This design comes from an exercise in tuning for a short achievable clock period and few clock cycles on the open sky130 flow, not from production work.
The RTL was checked by simulation tests, not by an equivalence proof against the original design.

==> job 1807 <==
## cpu_top
module cpu_top (
	input  logic CLK,
	input  logic reset,
	input  logic [8-1:0] paddr,
	input  logic psel,
	input  logic penable,
	input  logic pwrite,
	input  logic [31:0] pwdata,
	output logic [31:0] prdata,
	output logic pready,
	output logic pslverr,
	input  logic out_ready,
	output logic [16-1:0] out_data,
	output logic out_valid
);
==> module apb_prog_loader, before the edit <==
module apb_prog_loader (
	input  logic CLK,
	input  logic reset,
	input  logic [8-1:0] paddr,
	input  logic psel,
	input  logic penable,
	input  logic pwrite,
	input  logic [31:0] pwdata,
	output logic [31:0] prdata,
	output logic pready,
	output logic pslverr,
	output logic pl_prog_we,
	output logic [5-1:0] pl_prog_addr,
	output logic [24-1:0] pl_prog_wdata,
	output logic pl_start,
	input  logic pl_running,
	input  logic pl_halted,
	input  logic pl_bad_op
);
	logic [8-1:0] prog_off;
	logic ctrl_hit;
	logic status_hit;
	logic prog_hit;
	logic setup;
	logic access;
	logic bad_access;
	assign prog_off = paddr - 8'h80;
	assign ctrl_hit = (paddr == 8'h00);
	assign status_hit = (paddr == 8'h04);
	assign prog_hit = (paddr >= 8'h80) && (prog_off[1:0] == 2'b00)
		&& (prog_off[8-1:2] < 32);
	assign setup = psel & ~penable;
	assign access = psel & penable;
	assign bad_access = ~(ctrl_hit | status_hit | prog_hit)
		| (pwrite & pl_running & (prog_hit | (ctrl_hit & pwdata[0])));
	always_ff @(posedge CLK) begin
		if (reset) begin
			pslverr <= 1'b0;
			prdata <= '0;
		end else begin
			pslverr <= setup & bad_access;
			if (setup) begin
				prdata <= (status_hit & ~pwrite)
					? {29'b0, pl_bad_op, pl_halted, pl_running} : '0;
			end
		end
	end
	assign pready = 1'b1;
	assign pl_prog_we = access & pwrite & prog_hit & ~pslverr;
	assign pl_prog_addr = prog_off[5+1:2];
	assign pl_prog_wdata = pwdata[24-1:0];
	assign pl_start = access & pwrite & ctrl_hit & pwdata[0] & ~pslverr;
endmodule
clock: 4.5 ns
lec_check: 0
cap_margin: 20
core_margin: 2
core_utilization: 45
setup_slack_margin: 1.2
slew_margin: 20
run.sh (not shown) runs the stock make flow with config.mk's settings and CLKGATE_MAP_FILE= SYNTH_SCRIPT=/design/flow/synth_recipe.tcl, a recipe that flattens the netlist after the stock synthesis.
==> inputs of job 955, as changes to job 1807 <==
SETUP_SLACK_MARGIN = 2.0   (was 1.2)
==> inputs of job 3398, as changes to job 1807 <==
--- a/flow/design.v
+++ b/flow/design.v
@@ -63,3 +63,5 @@
 	logic access;
-	logic bad_access;
+	logic status_rd;
+	logic err_addr;
+	logic run_only;
 	assign prog_off = paddr - 8'h80;
@@ -71,16 +73,15 @@
 	assign access = psel & penable;
-	assign bad_access = ~(ctrl_hit | status_hit | prog_hit)
-		| (pwrite & pl_running & (prog_hit | (ctrl_hit & pwdata[0])));
 	always_ff @(posedge CLK) begin
 		if (reset) begin
-			pslverr <= 1'b0;
-			prdata <= '0;
-		end else begin
-			pslverr <= setup & bad_access;
-			if (setup) begin
-				prdata <= (status_hit & ~pwrite)
-					? {29'b0, pl_bad_op, pl_halted, pl_running} : '0;
-			end
+			err_addr <= 1'b0;
+			run_only <= 1'b0;
+			status_rd <= 1'b0;
+		end else if (setup) begin
+			err_addr <= ~(ctrl_hit | status_hit | prog_hit);
+			run_only <= pwrite & (prog_hit | (ctrl_hit & pwdata[0]));
+			status_rd <= status_hit & ~pwrite;
 		end
 	end
+	assign pslverr = err_addr | (run_only & pl_running);
+	assign prdata = {29'b0, {3{status_rd}} & {pl_bad_op, pl_halted, pl_running}};
 	assign pready = 1'b1;
SETUP_SLACK_MARGIN = 1.5   (was 1.2)
==> notes <==
- Synthesized cell count is the same in job 955 and job 1807.
- The highest clock-buffer cell count belongs to job 1807, the lowest to job 3398.
- The highest via count belongs to job 955, the lowest to job 1807.
- Non-clock buffer count: job 1807 < job 3398 < job 955.
Testbench counts of job 1807, summed over its fixed seeds: cycles 35,560.
Testbench counts of job 955, summed over its fixed seeds: cycles 35,560.
Testbench counts of job 3398, summed over its fixed seeds: cycles 35,394.


==> job 8734: inputs <==
Starting RTL as in the previous note.
==> module instr_fetch, before the edit <==
module instr_fetch (
	input logic CLK,
	input logic reset,
	input  logic pl_prog_we,
	input  logic [5-1:0] pl_prog_addr,
	input  logic [24-1:0] pl_prog_wdata,
	input  logic pl_start,
	output logic pl_running,
	output logic pl_halted,
	output logic pl_bad_op,
	output cpu_isa_pkg::instr_t bus_instr,
	output logic bus_instr_valid,
	output logic bus_start,
	input  logic bus_stall,
	input  logic bus_jump,
	input  logic [5-1:0] bus_jump_addr,
	output logic bus_pred,
	output logic [5-1:0] bus_alt,
	input  logic bus_halt,
	input  logic bus_bad_op
);
	logic [24-1:0] prog_mem [32];
	cpu_ctrl_pkg::run_state_e state;
	logic [5-1:0] pc;
	logic advance;
	logic [24-1:0] fw;
	logic fpred;
	logic [5-1:0] pc_inc;
	assign fw = prog_mem[pc];
	assign fpred = (fw[23:20] == 4'h6) & ~fw[18];
	assign pc_inc = (pc == 32 - 1) ? '0 : pc + 1'b1;
	always_ff @(posedge CLK) begin
		if (pl_prog_we)
			prog_mem[pl_prog_addr] <= pl_prog_wdata;
	end
	assign advance = (state == cpu_ctrl_pkg::RUN) & ~bus_stall & ~bus_jump & ~bus_halt;
	always_ff @(posedge CLK) begin
		if (advance) begin
			bus_instr <= cpu_isa_pkg::instr_t'(fw);
			bus_pred <= fpred;
			bus_alt <= pc_inc;
		end
	end
	always_ff @(posedge CLK) begin
		if (reset) begin
			state <= cpu_ctrl_pkg::IDLE;
			pc <= '0;
			bus_instr_valid <= 1'b0;
			pl_halted <= 1'b0;
			pl_bad_op <= 1'b0;
		end else if (pl_start) begin
			state <= cpu_ctrl_pkg::RUN;
			pc <= '0;
			bus_instr_valid <= 1'b0;
			pl_halted <= 1'b0;
			pl_bad_op <= 1'b0;
		end else if (state == cpu_ctrl_pkg::RUN) begin
			if (bus_halt) begin
				state <= cpu_ctrl_pkg::IDLE;
				bus_instr_valid <= 1'b0;
				pl_halted <= 1'b1;
				pl_bad_op <= bus_bad_op;
			end else if (bus_jump) begin
				pc <= bus_jump_addr;
				bus_instr_valid <= 1'b0;
			end else if (!bus_stall) begin
				pc <= fpred ? fw[5-1:0] : pc_inc;
				bus_instr_valid <= 1'b1;
			end
		end
	end
	assign pl_running = (state == cpu_ctrl_pkg::RUN);
	assign bus_start = pl_start;
endmodule
==> flow/config.mk <==
export PLATFORM = sky130hd
export DESIGN_NAME = cpu_top
export DESIGN_NICKNAME = cpu_top
export VERILOG_FILES = /design/flow/design.v
export SDC_FILE = /design/flow/constraint.sdc
export NUM_CORES = 4
export LEC_CHECK = 0
export CAP_MARGIN = 20
export CORE_MARGIN = 2
export CORE_UTILIZATION = 45
export SLEW_MARGIN = 20
==> flow/constraint.sdc <==
create_clock -name core_clock -period 4.5 [get_ports {CLK}]
set_input_delay 0.9000 -clock core_clock [delete_from_list [all_inputs] [get_ports {CLK}]]
set_output_delay 0.9000 -clock core_clock [all_outputs]
set_load 0.01 [all_outputs]
==> job 4932: changes against job 8734 <==
--- a/flow/design.v
+++ b/flow/design.v
@@ -62,5 +62,7 @@
 	logic setup;
 	logic access;
-	logic bad_access;
+	logic status_rd;
+	logic err_addr;
+	logic run_only;
 	assign prog_off = paddr - 8'h80;
 	assign ctrl_hit = (paddr == 8'h00);
@@ -70,18 +72,17 @@
 	assign setup = psel & ~penable;
 	assign access = psel & penable;
-	assign bad_access = ~(ctrl_hit | status_hit | prog_hit)
-		| (pwrite & pl_running & (prog_hit | (ctrl_hit & pwdata[0])));
 	always_ff @(posedge CLK) begin
 		if (reset) begin
-			pslverr <= 1'b0;
-			prdata <= '0;
-		end else begin
-			pslverr <= setup & bad_access;
-			if (setup) begin
-				prdata <= (status_hit & ~pwrite)
-					? {29'b0, pl_bad_op, pl_halted, pl_running} : '0;
-			end
+			err_addr <= 1'b0;
+			run_only <= 1'b0;
+			status_rd <= 1'b0;
+		end else if (setup) begin
+			err_addr <= ~(ctrl_hit | status_hit | prog_hit);
+			run_only <= pwrite & (prog_hit | (ctrl_hit & pwdata[0]));
+			status_rd <= status_hit & ~pwrite;
 		end
 	end
+	assign pslverr = err_addr | (run_only & pl_running);
+	assign prdata = {29'b0, {3{status_rd}} & {pl_bad_op, pl_halted, pl_running}};
 	assign pready = 1'b1;
 	assign pl_prog_we = access & pwrite & prog_hit & ~pslverr;
@@ -119,7 +120,11 @@
 	logic fpred;
 	logic [5-1:0] pc_inc;
+	logic [24-1:0] w0;
+	logic pred0;
 	assign fw = prog_mem[pc];
 	assign fpred = (fw[23:20] == 4'h6) & ~fw[18];
 	assign pc_inc = (pc == 32 - 1) ? '0 : pc + 1'b1;
+	assign w0 = prog_mem[0];
+	assign pred0 = (w0[23:20] == 4'h6) & ~w0[18];
 	always_ff @(posedge CLK) begin
 		if (pl_prog_we)
@@ -128,5 +133,9 @@
 	assign advance = (state == cpu_ctrl_pkg::RUN) & ~bus_stall & ~bus_jump & ~bus_halt;
 	always_ff @(posedge CLK) begin
-		if (advance) begin
+		if (pl_start) begin
+			bus_instr <= cpu_isa_pkg::instr_t'(w0);
+			bus_pred <= pred0;
+			bus_alt <= 5'(1);
+		end else if (advance) begin
 			bus_instr <= cpu_isa_pkg::instr_t'(fw);
 			bus_pred <= fpred;
@@ -143,6 +152,6 @@
 		end else if (pl_start) begin
 			state <= cpu_ctrl_pkg::RUN;
-			pc <= '0;
-			bus_instr_valid <= 1'b0;
+			pc <= pred0 ? w0[5-1:0] : 5'(1);
+			bus_instr_valid <= 1'b1;
 			pl_halted <= 1'b0;
 			pl_bad_op <= 1'b0;
--- a/flow/config.mk
+++ b/flow/config.mk
@@ -9,3 +9,4 @@
 export CORE_MARGIN = 2
 export CORE_UTILIZATION = 45
+export SETUP_SLACK_MARGIN = 2.0
 export SLEW_MARGIN = 20
==> job 5750: changes against job 8734 <==
--- a/flow/design.v
+++ b/flow/design.v
@@ -62,5 +62,7 @@
 	logic setup;
 	logic access;
-	logic bad_access;
+	logic status_rd;
+	logic err_addr;
+	logic run_only;
 	assign prog_off = paddr - 8'h80;
 	assign ctrl_hit = (paddr == 8'h00);
@@ -70,18 +72,17 @@
 	assign setup = psel & ~penable;
 	assign access = psel & penable;
-	assign bad_access = ~(ctrl_hit | status_hit | prog_hit)
-		| (pwrite & pl_running & (prog_hit | (ctrl_hit & pwdata[0])));
 	always_ff @(posedge CLK) begin
 		if (reset) begin
-			pslverr <= 1'b0;
-			prdata <= '0;
-		end else begin
-			pslverr <= setup & bad_access;
-			if (setup) begin
-				prdata <= (status_hit & ~pwrite)
-					? {29'b0, pl_bad_op, pl_halted, pl_running} : '0;
-			end
+			err_addr <= 1'b0;
+			run_only <= 1'b0;
+			status_rd <= 1'b0;
+		end else if (setup) begin
+			err_addr <= ~(ctrl_hit | status_hit | prog_hit);
+			run_only <= pwrite & (prog_hit | (ctrl_hit & pwdata[0]));
+			status_rd <= status_hit & ~pwrite;
 		end
 	end
+	assign pslverr = err_addr | (run_only & pl_running);
+	assign prdata = {29'b0, {3{status_rd}} & {pl_bad_op, pl_halted, pl_running}};
 	assign pready = 1'b1;
 	assign pl_prog_we = access & pwrite & prog_hit & ~pslverr;
@@ -119,7 +120,11 @@
 	logic fpred;
 	logic [5-1:0] pc_inc;
+	logic [24-1:0] w0;
+	logic pred0;
 	assign fw = prog_mem[pc];
 	assign fpred = (fw[23:20] == 4'h6) & ~fw[18];
 	assign pc_inc = (pc == 32 - 1) ? '0 : pc + 1'b1;
+	assign w0 = prog_mem[0];
+	assign pred0 = (w0[23:20] == 4'h6) & ~w0[18];
 	always_ff @(posedge CLK) begin
 		if (pl_prog_we)
@@ -128,5 +133,9 @@
 	assign advance = (state == cpu_ctrl_pkg::RUN) & ~bus_stall & ~bus_jump & ~bus_halt;
 	always_ff @(posedge CLK) begin
-		if (advance) begin
+		if (pl_start) begin
+			bus_instr <= cpu_isa_pkg::instr_t'(w0);
+			bus_pred <= pred0;
+			bus_alt <= 5'(1);
+		end else if (advance) begin
 			bus_instr <= cpu_isa_pkg::instr_t'(fw);
 			bus_pred <= fpred;
@@ -143,6 +152,6 @@
 		end else if (pl_start) begin
 			state <= cpu_ctrl_pkg::RUN;
-			pc <= '0;
-			bus_instr_valid <= 1'b0;
+			pc <= pred0 ? w0[5-1:0] : 5'(1);
+			bus_instr_valid <= 1'b1;
 			pl_halted <= 1'b0;
 			pl_bad_op <= 1'b0;
--- a/flow/config.mk
+++ b/flow/config.mk
@@ -9,3 +9,4 @@
 export CORE_MARGIN = 2
 export CORE_UTILIZATION = 45
+export SETUP_SLACK_MARGIN = 1.2
 export SLEW_MARGIN = 20
==> flow_metrics.tcl <==
set metrics [dict create \
    status "complete, no violations" \
    p_leak_nw 14.9 \
    start_util_pct 45.3 \
    syn-instance-count 2133 \
    worstPathArrival_ns 4.42 \
    dp_hpwl_um 60800 \
]
[end of results for job 5750]
==> flow_metrics.tcl <==
set metrics [dict create \
    status "complete, no violations" \
    antenna_found_initial 4 \
    p_leak_nw 16.5 \
    grt.total_usage_pct 24.2 \
    syn-instance-count 2133 \
    dp_hpwl_um 56500 \
    grt_pass1_wl_um 157000 \
    start_util_pct 45.3 \
]
[end of results for job 4932]
==> flow_metrics.tcl <==
set metrics [dict create \
    p_leak_nw 14.1 \
    status "complete, no violations" \
    worstPathArrival_ns 4.88 \
    start_util_pct 45.3 \
    synthMuxAreaShare_pct 16.7 \
    buffers 171 \
    path_clk_slew_ns 0.06 \
    dp.cells 3222 \
    fin_crit_sh_pct 95.2 \
    dp_hpwl_um 55900 \
    wl_met1_um 40100 \
    syn-instance-count 1993 \
]
[end of results for job 8734]
Testbench counts of job 8734, summed over its fixed seeds: cycles 35,560.
Testbench counts of job 4932, summed over its fixed seeds: cycles 35,240.
Testbench counts of job 5750, summed over its fixed seeds: cycles 35,240.

## port drivers added, routing unchanged
How much do the figures lean on ideal ports? The routed layouts below were timed once more, with nothing changed but the port constraints.
Step 1, drivers: a clkbuf_16 drives CLK and a buf_2 each remaining input, both assumed.
Step 2 also shifts input and output timing later by t, the mid clock arrival at the registers, as if the neighbouring blocks saw the same clock.
Slacks: no drivers / after step 1 / after step 2; pairs: no drivers / after step 1.
| run | shift t [ns] | setup WS [ns] | worst register clock-pin slew, ns | worst slew at a driven data input, ns |
|---|---|---|---|---|
| job 1807 | 0.722 | 0.786 / 0.786 / 0.541 | 0.06 / 0.06 | 0.07 |
| job 955 | 0.734 | 0.756 / 0.756 / 0.756 | 0.06 / 0.06 | 0.11 |
| job 3398 | 0.704 | 0.694 / 0.694 / 0.694 | 0.07 / 0.07 | 0.11 |
| job 8734 | 0.711 | 0.216 / 0.216 / 0.216 | 0.07 / 0.07 | 0.12 |
| job 4932 | 0.736 | 0.764 / 0.764 / 0.764 | 0.07 / 0.07 | 0.15 |
| job 5750 | 0.727 | 0.696 / 0.696 / 0.494 | 0.07 / 0.07 | 0.13 |
After both steps every run listed still meets setup and hold. The setup slack of job 1807, which loses most, moves by 0.000 ns with the drivers and by -0.245 ns with both steps.
